Background: an optimization exercise with open tools, aiming at small area, a short achievable clock period and few clock cycles per item. Do not read the settings as production practice. In this exercise RTL edits were held to simulation tests only and were not proved equivalent to the original. Power is estimated from default activity; no workload was simulated.

$ cat design/flow/design.v
package hlt_pkg;
  localparam int CAPACITY    = 64;
  localparam int HANDLE_BITS = 32;
  localparam int IN_HANDLE_W = 32;
  localparam int POS_W       = 6;
  localparam int COUNT_W     = 7;
  localparam int KEY_W = (HANDLE_BITS < IN_HANDLE_W) ? HANDLE_BITS : IN_HANDLE_W;
  localparam int IDX_W = $clog2(CAPACITY);
  localparam int CNT_W = $clog2(CAPACITY + 1);
  typedef logic [1:0]       action_t;
  typedef logic [1:0]       status_t;
  typedef logic [KEY_W-1:0] key_t;
  typedef logic [IDX_W-1:0] idx_t;
  typedef logic [CNT_W-1:0] cnt_t;
  localparam action_t ACT_ADD    = 2'd0;
  localparam action_t ACT_REMOVE = 2'd1;
  localparam action_t ACT_LOOKUP = 2'd2;
  localparam action_t ACT_CLEAR  = 2'd3;
  localparam status_t ST_OK      = 2'd0;
  localparam status_t ST_FULL    = 2'd1;
  localparam status_t ST_MISSING = 2'd2;
endpackage
module handle_list_table_unit
(
  input  logic                   clk,
  input  logic                   rst_n,
  input  logic                   in_valid,
  output logic                   in_ready,
  input  logic [1:0]             in_action,
  input  logic [hlt_pkg::IN_HANDLE_W-1:0] in_handle,
  output logic                   out_valid,
  input  logic                   out_ready,
  output logic [1:0]             out_status,
  output logic                   out_found,
  output logic [hlt_pkg::POS_W-1:0]       out_position,
  output logic [hlt_pkg::COUNT_W-1:0]     out_entry_count
);
  localparam int N  = hlt_pkg::CAPACITY;
  localparam int KW = hlt_pkg::KEY_W;
  localparam int GW = 8;                                           
  localparam int NG = N / GW;
  localparam int RW = 2 + 1 + hlt_pkg::POS_W + hlt_pkg::COUNT_W;   
  localparam int QD = 6;                                           
  localparam int BW = $clog2(QD + 2);
  logic [N-1:0][KW-1:0] mem;
  logic [N-1:0]         vld;       
  hlt_pkg::cnt_t        fill_r;    
  logic                 c_v;
  hlt_pkg::action_t     c_act;
  hlt_pkg::key_t        c_key;
  logic                 s_v;
  hlt_pkg::action_t     s_act;
  hlt_pkg::key_t        s_key;
  logic [N-1:0]         s_raw;     
  logic                 s_eq;      
  logic [N-1:0]         prv_sh;    
  logic                 p1_v, p2_v;
  logic [RW-1:0]        p1_res, p2_res;    
  logic [N-1:0]         p1_above;          
  logic [NG-1:0][3:0]   p2_gcnt;           
  logic [QD-1:0]          q_v;     
  logic [QD-1:0][RW-1:0]  q_d;
  logic                   rdy_r;
  logic in_fire;
  assign in_ready = rdy_r;
  assign in_fire  = in_valid && rdy_r;
  always_ff @(posedge clk) begin
    c_act <= in_action;
    c_key <= in_handle[KW-1:0];
    s_act <= c_act;
    s_key <= c_key;
    s_eq  <= (c_key == s_key);
  end
  logic         s_add, s_rem, s_lkp, s_clr, s_srch;
  logic [N-1:0] m, suf, first, sh, allv;
  logic         found, full;
  hlt_pkg::cnt_t fill_nxt;
  logic [N-1:0] vld_nxt;
  hlt_pkg::status_t st;
  assign s_add  = s_v && (s_act == hlt_pkg::ACT_ADD);
  assign s_rem  = s_v && (s_act == hlt_pkg::ACT_REMOVE);
  assign s_lkp  = s_v && (s_act == hlt_pkg::ACT_LOOKUP);
  assign s_clr  = s_v && (s_act == hlt_pkg::ACT_CLEAR);
  assign s_srch = s_rem | s_lkp;
  logic [N-1:0] al0, al1, al2, al3, al4, al5, al6;
  assign al0 = {vld[N-2:0], 1'b1};
  assign al1 = al0 & {al0[N-2:0], 1'b1};
  assign al2 = al1 & {al1[N-3:0], 2'b11};
  assign al3 = al2 & {al2[N-5:0], 4'hf};
  assign al4 = al3 & {al3[N-9:0], 8'hff};
  assign al5 = al4 & {al4[N-17:0], 16'hffff};
  assign allv = al5 & {al5[N-33:0], 32'hffff_ffff};
  assign full = fill_r[hlt_pkg::CNT_W-1];
  for (genvar j = 0; j < N; j++) begin : g_slot
    logic          dn_raw;
    logic [KW-1:0] dn;
    if (j == 0) begin : g_bot
      assign dn_raw = s_eq;
      assign dn     = s_key;
    end else begin : g_up
      assign dn_raw = s_raw[j-1];
      assign dn     = mem[j-1];
    end
    assign m[j]  = vld[j] & (prv_sh[j] ? dn_raw : s_raw[j]);
    assign sh[j] = s_add & ~full & allv[j];
    always_ff @(posedge clk) begin
      if (sh[j]) mem[j] <= dn;
      s_raw[j] <= (mem[j] == c_key);
    end
  end
  logic [N-1:0] sl0, sl1, sl2, sl3, sl4, sl5;
  assign sl0 = m;
  assign sl1 = sl0 | {1'b0,  sl0[N-1:1]};
  assign sl2 = sl1 | {2'b0,  sl1[N-1:2]};
  assign sl3 = sl2 | {4'b0,  sl2[N-1:4]};
  assign sl4 = sl3 | {8'b0,  sl3[N-1:8]};
  assign sl5 = sl4 | {16'b0, sl4[N-1:16]};
  assign suf = sl5 | {32'b0, sl5[N-1:32]};
  assign first = m & ~{1'b0, suf[N-1:1]};
  assign found = suf[0];
  always_comb begin
    vld_nxt  = vld;
    fill_nxt = fill_r;
    st       = hlt_pkg::ST_OK;
    if (s_add) begin
      if (full) st = hlt_pkg::ST_FULL;
      else begin
        vld_nxt  = vld | sh;
        fill_nxt = fill_r + hlt_pkg::CNT_W'(1);
      end
    end
    if (s_srch && !found) st = hlt_pkg::ST_MISSING;
    if (s_rem && found) begin
      vld_nxt  = vld & ~first;
      fill_nxt = fill_r - hlt_pkg::CNT_W'(1);
    end
    if (s_clr) begin
      vld_nxt  = '0;
      fill_nxt = '0;
    end
  end
  always_ff @(posedge clk) begin
    prv_sh   <= sh;
    p1_res   <= {st, s_srch & found, hlt_pkg::POS_W'(0), hlt_pkg::COUNT_W'(fill_nxt)};
    p1_above <= (s_srch && found) ? (vld & ~suf) : '0;
  end
  always_ff @(posedge clk) begin
    for (int g = 0; g < NG; g++) begin
      logic [1:0] c0, c1, c2, c3;
      c0 = 2'(p1_above[g*GW+0]) + 2'(p1_above[g*GW+1]);
      c1 = 2'(p1_above[g*GW+2]) + 2'(p1_above[g*GW+3]);
      c2 = 2'(p1_above[g*GW+4]) + 2'(p1_above[g*GW+5]);
      c3 = 2'(p1_above[g*GW+6]) + 2'(p1_above[g*GW+7]);
      p2_gcnt[g] <= (4'(c0) + 4'(c1)) + (4'(c2) + 4'(c3));
    end
    p2_res <= p1_res;
  end
  logic [hlt_pkg::POS_W-1:0] pos;
  logic [RW-1:0]             res;
  always_comb begin
    logic [4:0] a0, a1, a2, a3;
    logic [5:0] b0, b1;
    a0 = 5'(p2_gcnt[0]) + 5'(p2_gcnt[1]);
    a1 = 5'(p2_gcnt[2]) + 5'(p2_gcnt[3]);
    a2 = 5'(p2_gcnt[4]) + 5'(p2_gcnt[5]);
    a3 = 5'(p2_gcnt[6]) + 5'(p2_gcnt[7]);
    b0 = 6'(a0) + 6'(a1);
    b1 = 6'(a2) + 6'(a3);
    pos = b0 + b1;                 
    res = p2_res;
    res[hlt_pkg::COUNT_W +: hlt_pkg::POS_W] = pos;
  end
  logic               pop;
  logic [QD-1:0]      g_v, q_v_nxt, tgt;
  logic [QD-1:0][RW-1:0] g_d, q_d_nxt;
  logic [BW-1:0]      busy_nxt;
  logic               rdy_nxt;
  assign pop = q_v[0] & out_ready;
  always_comb begin
    g_v = pop ? {1'b0, q_v[QD-1:1]} : q_v;
    for (int j = 0; j < QD; j++) begin
      g_d[j] = (pop && j < QD - 1) ? q_d[(j + 1) % QD] : q_d[j];
      tgt[j] = p2_v & ~g_v[j] & ((j == 0) ? 1'b1 : g_v[(j + QD - 1) % QD]);
      q_d_nxt[j] = tgt[j] ? res : g_d[j];
    end
    q_v_nxt = g_v | tgt;
    busy_nxt = BW'(in_fire) + BW'(c_v) + BW'(s_v) + BW'(p1_v);
    for (int j = 0; j < QD; j++) busy_nxt = busy_nxt + BW'(q_v_nxt[j]);
    rdy_nxt  = (busy_nxt < BW'(QD));
  end
  always_ff @(posedge clk) begin
    q_d <= q_d_nxt;
  end
  always_ff @(posedge clk) begin
    if (!rst_n) begin
      c_v    <= 1'b0;
      s_v    <= 1'b0;
      p1_v   <= 1'b0;
      p2_v   <= 1'b0;
      vld    <= '0;
      fill_r <= '0;
      q_v    <= '0;
      rdy_r  <= 1'b1;
    end else begin
      c_v    <= in_fire;
      s_v    <= c_v;
      p1_v   <= s_v;
      p2_v   <= p1_v;
      vld    <= vld_nxt;
      fill_r <= fill_nxt;
      q_v    <= q_v_nxt;
      rdy_r  <= rdy_nxt;
    end
  end
  assign out_valid       = q_v[0];
  assign {out_status, out_found, out_position, out_entry_count} = q_d[0];
endmodule
$ cat design/flow/run.sh
#!/bin/bash
# synth_recipe.tcl (not shown) runs the flow's synth.tcl, then flattens the netlist and writes it again
# the make line also repeats each setting of config.mk as NAME=value (left out here)
make -C /OpenROAD-flow-scripts/flow DESIGN_CONFIG=/design/flow/config.mk WORK_HOME=/design/flow/orfs CLKGATE_MAP_FILE= SYNTH_SCRIPT=/design/flow/synth_recipe.tcl finish
$ cat design/flow/config.mk
export PLATFORM = sky130hd
export DESIGN_NAME = handle_list_table_unit
export DESIGN_NICKNAME = handle_list_table_unit
export VERILOG_FILES = /design/flow/design.v
export SDC_FILE = /design/flow/constraint.sdc
export NUM_CORES = 4
export LEC_CHECK = 0
export CAP_MARGIN = 20
export CORE_MARGIN = 2
export CORE_UTILIZATION = 40
export SETUP_SLACK_MARGIN = 3.8
export SLEW_MARGIN = 20
$ cat design/flow/constraint.sdc
create_clock -name core_clock -period 7.0 [get_ports {clk}]
set_input_delay 1.4000 -clock core_clock [delete_from_list [all_inputs] [get_ports {clk}]]
set_output_delay 1.4000 -clock core_clock [all_outputs]
set_load 0.01 [all_outputs]
==> results of run 1 <==
==> repair_timing <==
| action | 4_1_cts | 5_1_grt |
|---|---|---|
| setup endpoints to repair | 1914 | 927 |
| cloned | 56 | 15 |
| pin swaps | 50 | 28 |
| setup buffers | 94 | 32 |
| resized for setup | 212 | 96 |
==> cell families after synthesis <==
kind of cell | after synthesis | synth area share, %
and+or+nand+nor | 1213 | 6.59
xor gates and xnor gates | 2097 | 17.8
adders and majority gates | 93 | 1.57
other | 1 | 0.00363
buffers and inverters | 442 | 1.61
DFF | 2539 | 70.0
muxes | 119 | 1.30
AOI/OAI and AO/OA | 186 | 1.14
==> cell usage in the layout (no fill, tap or decap), types with 129 or more instances in the layout <==
| cell | Yosys | layout |
|---|---|---|
| edfxtp_1 | 2144 | 2144 |
| nor4_1 | 528 | 525 |
| xor2_1 | 2086 | 2084 |
| buf_4 | 0 | 152 |
| nor2_1 | 138 | 129 |
| dfxtp_1 | 395 | 349 |
| nand4_1 | 160 | 160 |
| inv_1 | 187 | 156 |
| clkbuf_16 | 0 | 303 |
| nand2_1 | 178 | 157 |
==> final timing paths <==
| check | startpoint | to |
|---|---|---|
| hold / removal | p1_res[15] | p2_res[15] |
| setup / recovery | p2_gcnt[2] | q_d[59] |
| hold reg to reg | p1_res[15] | p2_res[15] |
| setup reg to reg | p2_gcnt[2] | q_d[59] |
==> layout make-up <==
class	count	area [sq um]
inverter	189	787
antenna	4	10.0
clock buffer	377	7810
sequential	2539	72400
tap	3384	4230
multi-input combinational	3748	30400
timing repair buffer	315	3680
fill	21900	136000
clock inverter	127	1170
timing repair inverter	9	66.3
==> power groups by stage <==
stage	Sequential (mW)	Clock (mW)	Combinational (mW)
6_report	16.3	14.5	0.979
5_1_grt	16.3	15.3	1.05
4_1_cts	16.3	14.7	0.976
3_5_place_dp	16.7	0	0.964
3_3_place_gp	16.7	0	0.950
2_1_floorplan	16.5	0	0.696
==> layer usage <==
metal | GRT usage (%) | vias to the layer above | wire (microns)
met5 | 0 | - | 15
met4 | 6.10 | 2 | 8370
met3 | 3.25 | 499 | 16100
met2 | 35.0 | 1924 | 136000
met1 | 27.9 | 29100 | 119000
li1 | - | 25100 | -
==> sequential cells by signal, indices dropped and copies added, names as in the netlist, 64 cells and up <==
signal	cells
mem	2048
p1_above	64
prv_sh	64
q_d	96
s_raw	64
vld	64
==> through the flow <==
| step | instance area (sq um) | instances | power [mW] |
|---|---|---|---|
| after floorplan | 104000 | 6690 | 17.2 |
| after global placement | 108000 | 9984 | 17.6 |
| after detailed placement | 108000 | 9987 | 17.6 |
| after CTS | 120000 | 10600 | 32.0 |
| after global routing | 121000 | 10700 | 32.7 |
| final | 121000 | 10700 | 31.8 |
==> summary.md, run 1 <==
| Metric | Value |
|---|---|
| Outcome | `timing/DRC/antenna clean` |
| Root Buffer | `clkbuf_16` |
| Final WS setup | `3.13 ns` |
| Hold depth | `0` |
| Largest net degree at the start of global routing | `47` |
| Cell Area, Synth | `0.103 sq mm` |
| CTS buffer count | `283` |
| Final hold slack | `0.321 ns` |
| Buffers plus inverters on the worst setup path | `6` |
| Slowest stage delay, CP | `0.54 ns` |
| Critical path class | `flop to flop` |
| TritonCTS clock tree | `yes` |
| Rel. slew slack | `26.3%` |
| Most area-consuming cells after synthesis | `edfxtp_1 (62%), xor2_1 (18%), dfxtp_1 (7.7%)` |
| Seq pwr share | `51.3%` |
| Post-synth top area share | `62.3%` |
| Switching power total | `6.80 mW` |
| Worst-path cell chain | `inv_2, fa_1, inv_2, fa_1, fa_1, inv_1, fa_1, inv_2, ha_4, inv_2, fa_2, xor2_4, buf_12, o21ai_1` |
| I/O pin count | `56` |
| Gr usage total | `20.9%` |
| First-pass GRT wire length | `403000 microns` |
| Clock latency (worst-skew pair) | `0.87 ns` |
| Most frequent cell after synthesis | `edfxtp_1` |
| R2R cell count | `14` |
| Share of layout cells above drive strength 1 | `13.6%` |
| Yosys top cell by area | `edfxtp_1` |
| Die height | `512 microns` |
| Sw Ratio | `21.4%` |
| Critical Path RT | `7.55 ns` |
| Post-synthesis cell count | `6690` |
| TritonRoute pass-1 iters | `8` |
| HPWL Detailed | `181000 microns` |
| Initial antenna violation count | `13` |
| Initial Utilization | `40.2%` |
| Mean Syn Cell Area | `15.4 sq um` |
| Register area share after synthesis | `70.0%` |
| CP Max Fanout | `6` |
| Hold-fix buffers at CTS | `0` |
| Reg clk slew, reported paths | `0.06 ns` |
| Fmax | `258 MHz` |
| Syn nets | `6821` |
| Peak VDD IR | `0.197 mV` |
| GPL Wtd Cong | `0.866` |
| Core ar. | `0.257 sq mm` |
| Post-layout net count | `7216` |
| Pint | `25.0 mW` |
| # DRC | `0` |
| Hold Fails Final Rpt | `0` |
| Total negative slack | `0 ns` |
| H-Tree Level Count | `5` |
| Power Dens Cells | `264 mW/mm^2` |
| Distinct cell type count after synthesis | `64` |
| Cell count along the critical path | `14` |
| Initial drt markers | `5687` |
| Die X | `512 microns` |
| Area grow syn2layout | `16.7%` |
| Ys async rst share | `0%` |
| Post-synth EDFFs | `2144` |
| Family with the most delay on the worst path | `adder cells` |
| Synth cell count leaders | `edfxtp_1 (2144), xor2_1 (2086), nor4_1 (528), dfxtp_1 (395), inv_1 (187)` |
| Pleak | `39.8 nW` |
| Dominant synthesized flop cell | `edfxtp_1` |
| Row count | `186` |
| Vias post-DR | `56600` |
| Post-layout min period | `3.87 ns` |
| Worst-margin pin slew | `1.10 ns` |
| Port bufs | `55` |
| Reg2reg setup slack | `3.13 ns` |
| Total gr overflow | `0` |
| Hold WC Path Type | `flop to flop` |
| Final WL | `279000 microns` |
| Critical Path Sink Type | `flop` |
| # setup viols final | `0` |
| Worst slack at placement | `1.42 ns` |
| DRT antenna net count | `0` |
| Area of the die | `0.262 sq mm` |
| Clock Sink Count | `2539` |
| CP startpoint kind | `flop` |
| Slowest cell on crit path | `fa_1` |
| Clock network power share | `45.6%` |
| Vias in the first global route | `57800` |
| Max Transition Viols Final | `0` |
| Crit path arrival time | `4.42 ns` |
| Vias/cell | `5.30` |
| CTS max path bufs | `4` |
| Fin Clk Skew | `0.0564 ns` |
| RSZ-0062 raised after global routing | `yes` |
| Yosys reg bits | `2539` |
| Max cap viols | `0` |
| Synth warn | `1` |
| Final core occ | `47.0%` |
| Comb power frac | `3.1%` |
| Avg WL per Cell | `26.1 microns` |
| Final period util | `55.3%` |
Testbench counts, summed over its fixed seeds: cycles 12,040, items 12,000.
==> run 2, diff against run 1 <==
--- a/design/flow/design.v
+++ b/design/flow/design.v
@@ -40,11 +40,11 @@
   localparam int GW = 8;                                           
   localparam int NG = N / GW;
   localparam int RW = 2 + 1 + hlt_pkg::POS_W + hlt_pkg::COUNT_W;   
-  localparam int QD = 6;                                           
-  localparam int BW = $clog2(QD + 2);
+  localparam int QD = 5;                                           
   logic [N-1:0][KW-1:0] mem;
   logic [N-1:0]         vld;       
   hlt_pkg::cnt_t        fill_r;    
+  logic [NG-2:0][hlt_pkg::POS_W-1:0] gabove;   
   logic                 c_v;
   hlt_pkg::action_t     c_act;
   hlt_pkg::key_t        c_key;
@@ -54,13 +54,14 @@
   logic [N-1:0]         s_raw;     
   logic                 s_eq;      
   logic [N-1:0]         prv_sh;    
-  logic                 p1_v, p2_v;
-  logic [RW-1:0]        p1_res, p2_res;    
-  logic [N-1:0]         p1_above;          
-  logic [NG-1:0][3:0]   p2_gcnt;           
+  logic                      p_v;
+  logic [RW-1:0]             p_res;     
+  logic [hlt_pkg::POS_W-1:0] p_base;    
+  logic [GW-1:0]             p_ingrp;   
   logic [QD-1:0]          q_v;     
   logic [QD-1:0][RW-1:0]  q_d;
   logic                   rdy_r;
+  logic [2:0]             busy;    
   logic in_fire;
   assign in_ready = rdy_r;
   assign in_fire  = in_valid && rdy_r;
@@ -139,54 +140,60 @@
       fill_nxt = '0;
     end
   end
-  always_ff @(posedge clk) begin
-    prv_sh   <= sh;
-    p1_res   <= {st, s_srch & found, hlt_pkg::POS_W'(0), hlt_pkg::COUNT_W'(fill_nxt)};
-    p1_above <= (s_srch && found) ? (vld & ~suf) : '0;
-  end
-  always_ff @(posedge clk) begin
+  logic [NG-1:0]             ghit;       
+  logic [hlt_pkg::POS_W-1:0] base;
+  logic [GW-1:0]             ingrp;
+  logic [NG-2:0][hlt_pkg::POS_W-1:0] gabove_nxt;
+  always_comb begin
+    for (int g = 0; g < NG - 1; g++) ghit[g] = s_srch & suf[g*GW] & ~suf[(g+1)*GW];
+    ghit[NG-1] = s_srch & suf[(NG-1)*GW];
+    base  = '0;
+    ingrp = '0;
     for (int g = 0; g < NG; g++) begin
-      logic [1:0] c0, c1, c2, c3;
-      c0 = 2'(p1_above[g*GW+0]) + 2'(p1_above[g*GW+1]);
-      c1 = 2'(p1_above[g*GW+2]) + 2'(p1_above[g*GW+3]);
-      c2 = 2'(p1_above[g*GW+4]) + 2'(p1_above[g*GW+5]);
-      c3 = 2'(p1_above[g*GW+6]) + 2'(p1_above[g*GW+7]);
-      p2_gcnt[g] <= (4'(c0) + 4'(c1)) + (4'(c2) + 4'(c3));
-    end
-    p2_res <= p1_res;
+      if (g < NG - 1) base = base | ({hlt_pkg::POS_W{ghit[g]}} & gabove[g % (NG - 1)]);
+      ingrp = ingrp | ({GW{ghit[g]}} & vld[g*GW +: GW] & ~suf[g*GW +: GW]);
+    end
+    for (int g = 0; g < NG - 1; g++) begin
+      gabove_nxt[g] = gabove[g];
+      if (s_add && !full && allv[(g+1)*GW]) gabove_nxt[g] = gabove[g] + hlt_pkg::POS_W'(1);
+      if (s_rem && suf[(g+1)*GW])           gabove_nxt[g] = gabove[g] - hlt_pkg::POS_W'(1);
+      if (s_clr)                            gabove_nxt[g] = '0;
+    end
+  end
+  always_ff @(posedge clk) begin
+    prv_sh  <= sh;
+    p_res   <= {st, s_srch & found, hlt_pkg::POS_W'(0), hlt_pkg::COUNT_W'(fill_nxt)};
+    p_base  <= base;
+    p_ingrp <= ingrp;
   end
   logic [hlt_pkg::POS_W-1:0] pos;
   logic [RW-1:0]             res;
   always_comb begin
-    logic [4:0] a0, a1, a2, a3;
-    logic [5:0] b0, b1;
-    a0 = 5'(p2_gcnt[0]) + 5'(p2_gcnt[1]);
-    a1 = 5'(p2_gcnt[2]) + 5'(p2_gcnt[3]);
-    a2 = 5'(p2_gcnt[4]) + 5'(p2_gcnt[5]);
-    a3 = 5'(p2_gcnt[6]) + 5'(p2_gcnt[7]);
-    b0 = 6'(a0) + 6'(a1);
-    b1 = 6'(a2) + 6'(a3);
-    pos = b0 + b1;                 
-    res = p2_res;
+    logic [1:0] c0, c1, c2, c3;
+    c0 = 2'(p_ingrp[0]) + 2'(p_ingrp[1]);
+    c1 = 2'(p_ingrp[2]) + 2'(p_ingrp[3]);
+    c2 = 2'(p_ingrp[4]) + 2'(p_ingrp[5]);
+    c3 = 2'(p_ingrp[6]) + 2'(p_ingrp[7]);
+    pos = p_base + (hlt_pkg::POS_W'(c0) + hlt_pkg::POS_W'(c1)) + (hlt_pkg::POS_W'(c2) + hlt_pkg::POS_W'(c3));
+    res = p_res;
     res[hlt_pkg::COUNT_W +: hlt_pkg::POS_W] = pos;
   end
   logic               pop;
   logic [QD-1:0]      g_v, q_v_nxt, tgt;
   logic [QD-1:0][RW-1:0] g_d, q_d_nxt;
-  logic [BW-1:0]      busy_nxt;
+  logic [2:0]         busy_nxt;
   logic               rdy_nxt;
   assign pop = q_v[0] & out_ready;
   always_comb begin
     g_v = pop ? {1'b0, q_v[QD-1:1]} : q_v;
     for (int j = 0; j < QD; j++) begin
       g_d[j] = (pop && j < QD - 1) ? q_d[(j + 1) % QD] : q_d[j];
-      tgt[j] = p2_v & ~g_v[j] & ((j == 0) ? 1'b1 : g_v[(j + QD - 1) % QD]);
+      tgt[j] = p_v & ~g_v[j] & ((j == 0) ? 1'b1 : g_v[(j + QD - 1) % QD]);
       q_d_nxt[j] = tgt[j] ? res : g_d[j];
     end
     q_v_nxt = g_v | tgt;
-    busy_nxt = BW'(in_fire) + BW'(c_v) + BW'(s_v) + BW'(p1_v);
-    for (int j = 0; j < QD; j++) busy_nxt = busy_nxt + BW'(q_v_nxt[j]);
-    rdy_nxt  = (busy_nxt < BW'(QD));
+    busy_nxt = busy + 3'(in_fire) - 3'(pop);
+    rdy_nxt  = (busy_nxt < 3'(QD));
   end
   always_ff @(posedge clk) begin
     q_d <= q_d_nxt;
@@ -195,8 +202,9 @@
     if (!rst_n) begin
       c_v    <= 1'b0;
       s_v    <= 1'b0;
-      p1_v   <= 1'b0;
-      p2_v   <= 1'b0;
+      p_v    <= 1'b0;
+      busy   <= '0;
+      gabove <= '0;
       vld    <= '0;
       fill_r <= '0;
       q_v    <= '0;
@@ -204,8 +212,9 @@
     end else begin
       c_v    <= in_fire;
       s_v    <= c_v;
-      p1_v   <= s_v;
-      p2_v   <= p1_v;
+      p_v    <= s_v;
+      busy   <= busy_nxt;
+      gabove <= gabove_nxt;
       vld    <= vld_nxt;
       fill_r <= fill_nxt;
       q_v    <= q_v_nxt;
--- a/design/flow/config.mk
+++ b/design/flow/config.mk
@@ -7,6 +7,6 @@
 export LEC_CHECK = 0
 export CAP_MARGIN = 20
 export CORE_MARGIN = 2
-export CORE_UTILIZATION = 40
-export SETUP_SLACK_MARGIN = 3.8
+export CORE_UTILIZATION = 55
+export SETUP_SLACK_MARGIN = 4.0
 export SLEW_MARGIN = 20
==> summary.md, run 2 <==
| Metric | Value |
|---|---|
| Cell Area, Synth | `0.102 sq mm` |
| # DRC | `0` |
| Distinct cell type count after synthesis | `83` |
| Synth warn | `1` |
| CP Max Fanout | `5` |
| TritonCTS clock tree | `yes` |
| Clock latency (worst-skew pair) | `0.95 ns` |
| Most frequent cell after synthesis | `edfxtp_1` |
| Avg WL per Cell | `30.8 microns` |
| Total gr overflow | `0` |
| Placement Cell Area | `0.106 sq mm` |
| Vias in the first global route | `59000` |
| Pleak | `41.1 nW` |
| Vias post-DR | `60200` |
| Mean Syn Cell Area | `15.2 sq um` |
| Critical Path Sink Type | `flop` |
| Total power | `31.2 mW` |
| Rel. slew slack | `39.0%` |
| CP startpoint kind | `flop` |
| HPWL Detailed | `187000 microns` |
| Top reg by flops | `mem` |
| Hold-fix buffers at CTS | `0` |
| Power Dens Cells | `253 mW/mm^2` |
| TritonRoute pass-1 iters | `6` |
| CTS max path bufs | `4` |
| Hold WC Path Type | `flop to flop` |
| Most common cell after layout, fill and taps aside | `edfxtp_1` |
| Ys async rst share | `0%` |
| Final WL | `310000 microns` |
| Post-synth top area share | `62.6%` |
| Yosys top cell by area | `edfxtp_1` |
| Critical Path RT | `7.68 ns` |
| Initial drt markers | `7079` |
| Root Buffer | `clkbuf_16` |
| Fin Clk Skew | `0.0522 ns` |
| Worst-margin pin slew | `0.914 ns` |
| DRT antenna net count | `0` |
| # setup viols final | `0` |
| Max FFs per register | `2048` |
| Post-layout min period | `3.77 ns` |
| Crit path arrival time | `4.45 ns` |
| Fmax | `265 MHz` |
| Row count | `158` |
| Die X | `435 microns` |
| Area of the multi-input gates | `0.0318 sq mm` |
| Most area-consuming cells after synthesis | `edfxtp_1 (63%), xor2_1 (18%), dfxtp_1 (6.8%)` |
| R2R cell count | `12` |
| Largest net degree at the start of global routing | `67` |
| Register area share after synthesis | `69.4%` |
| Vias/cell | `5.99` |
| Post-synthesis cell count | `6736` |
| Critical path class | `flop to flop` |
| Area of the die | `0.189 sq mm` |
| Worst slack at placement | `1.61 ns` |
| Max Transition Viols Final | `0` |
| Commonest cells after routing, fill and taps aside | `edfxtp_1 (2128), xor2_1 (2089), nor4_1 (524), clkbuf_16 (339), dfxtp_1 (291)` |
| Share of layout cells above drive strength 1 | `18.3%` |
| Reg clk slew, reported paths | `0.06 ns` |
| Core ar. | `0.185 sq mm` |
| Area grow syn2layout | `20.9%` |
| Initial antenna violation count | `7` |
| Clock Sink Count | `2474` |
| Largest regs | `mem x2048, q_d x80` |
| Post-layout net count | `7462` |
| GPL Wtd Cong | `0.936` |
| H-Tree Level Count | `5` |
| Initial Utilization | `55.2%` |
| FF/Latch Area | `0.0710 sq mm` |
| Synth cell count leaders | `edfxtp_1 (2128), xor2_1 (2092), nor4_1 (527), dfxtp_1 (346), clkbuf_1 (194)` |
| Post-synth EDFFs | `2128` |
| Layout filler cell count | `13000` |
| I/O pin count | `56` |
| Hold Fails Final Rpt | `0` |
| Hold depth | `0` |
| First-pass GRT wire length | `428000 microns` |
| Final instance area | `0.123 sq mm` |
| Yosys reg bits | `2474` |
| Final WS setup | `3.23 ns` |
| Dominant synthesized flop cell | `edfxtp_1` |
| Total negative slack | `0 ns` |
| Peak VDD IR | `0.215 mV` |
| Final period util | `53.8%` |
| Max cap viols | `0` |
| CTS buffer count | `276` |
| Final hold slack | `0.393 ns` |
| Outcome | `timing/DRC/antenna clean` |
| Die height | `435 microns` |
| Gr usage total | `31.4%` |
| Syn nets | `6825` |
| Port bufs | `55` |
| RSZ-0062 raised after global routing | `yes` |
## run 2: power by group
group / internal, mW / switching [mW] / leakage, nW / total, mW
Combinational: 0.373 / 0.694 / 16.6 / 1.07
Sequential: 15.8 / 0.176 / 20.2 / 16.0
Clock: 8.39 / 5.73 / 4.25 / 14.1
## run 2: cells by family (layout without fill, tap and decap cells)
kind of cell / count (synthesis) / in the layout / synth area share (%)
simple gates: 1283 / 1307 / 7.01
fa+ha+maj: 51 / 51 / 0.721
buf+inv: 377 / 1184 / 1.40
compound gates: 300 / 300 / 1.91
mux: 125 / 125 / 1.35
xor+xnor: 2125 / 2125 / 18.2
flops: 2474 / 2474 / 69.4
other cells: 1 / 3 / 0.00367
## run 2: critical path, cell delays in order, from the launching register on
cell and delay, ns:
dfxtp_2 0.32, fa_1 0.52, inv_1 0.05, fa_2 0.47
fa_1 0.52, inv_2 0.04, fa_2 0.39, fa_2 0.41
a21o_1 0.18, a21oi_2 0.17, xor2_2 0.24, buf_4 0.16
inv_2 0.02
## run 2: final cells by class
class	count	area share [%]
clock buffer	369	6.27
timing repair inverter	13	0.0791
inverter	101	0.411
clock inverter	103	0.749
tap	2480	2.51
sequential	2474	57.5
timing repair buffer	598	6.72
antenna	2	0.00405
multi-input combinational	3909	25.7
## run 2: repair_timing
action / in CTS / in global routing
pin swaps: 95 / 83
setup buffers: 220 / 124
resized for setup: 493 / 308
gates cloned: 67 / 66
setup endpoints to repair: 2144 / 1458
## run 2: routing by layer
metal  global-route usage, %  vias to the layer above  wire, microns
met4                    9.59                        0           9740
met3                    6.01                      494          28100
met2                    47.3                     2930         138000
met5                       0                        -              0
li1                        -                    26000              -
met1                    46.4                    30800         134000
## run 2: through the flow
step / utilization, % / std cells
after floorplan: - / 6736
after global placement: 57.4 / 9098
after detailed placement: 57.4 / 9098
after CTS: 64.8 / 9857
after global routing: 66.8 / 10000
final: 66.8 / 10000
## run 2: path summary, 6_finish.rpt
kind / endpoint / startpoint / slack [ns]
setup / recovery: q_d[75] / p_base[0] / 3.23
hold / removal: s_act[0] / c_act[0] / 0.39
setup reg to reg: q_d[75] / p_base[0] / 3.23
hold reg to reg: s_act[0] / c_act[0] / 0.39
Testbench counts of run 2, summed over its fixed seeds: cycles 12,032, items 12,000.

[what the ideal ports hide]
The results above use ideal ports. As a check the final layouts listed here were re-extracted and re-timed, cells and wires unchanged.
Step 1 sets driving cells, clkbuf_16 on the clock port and buf_2 on the other inputs (assumed; they add their load-dependent delay and slew).
Step 2 moves the port delays by t, midway between the first and last clock arrival at a register: inputs arrive t later, outputs are due t later. That takes back most of the time a late clock gives input paths.
Three values: ideal, step 1, step 2; two values: the first two.
run | t, ns | slack for setup (ns) | worst register clock-pin slew, ns
run 1 | 0.945 | 3.131 / 3.131 / 2.665 | 0.07 / 0.07
run 2 | 1.011 | 3.233 / 3.233 / 2.990 | 0.07 / 0.07
After both steps setup and hold are still met in every run listed. For run 1, which loses most, drivers alone change the setup slack by 0.000 ns; drivers and shift together by -0.466 ns.
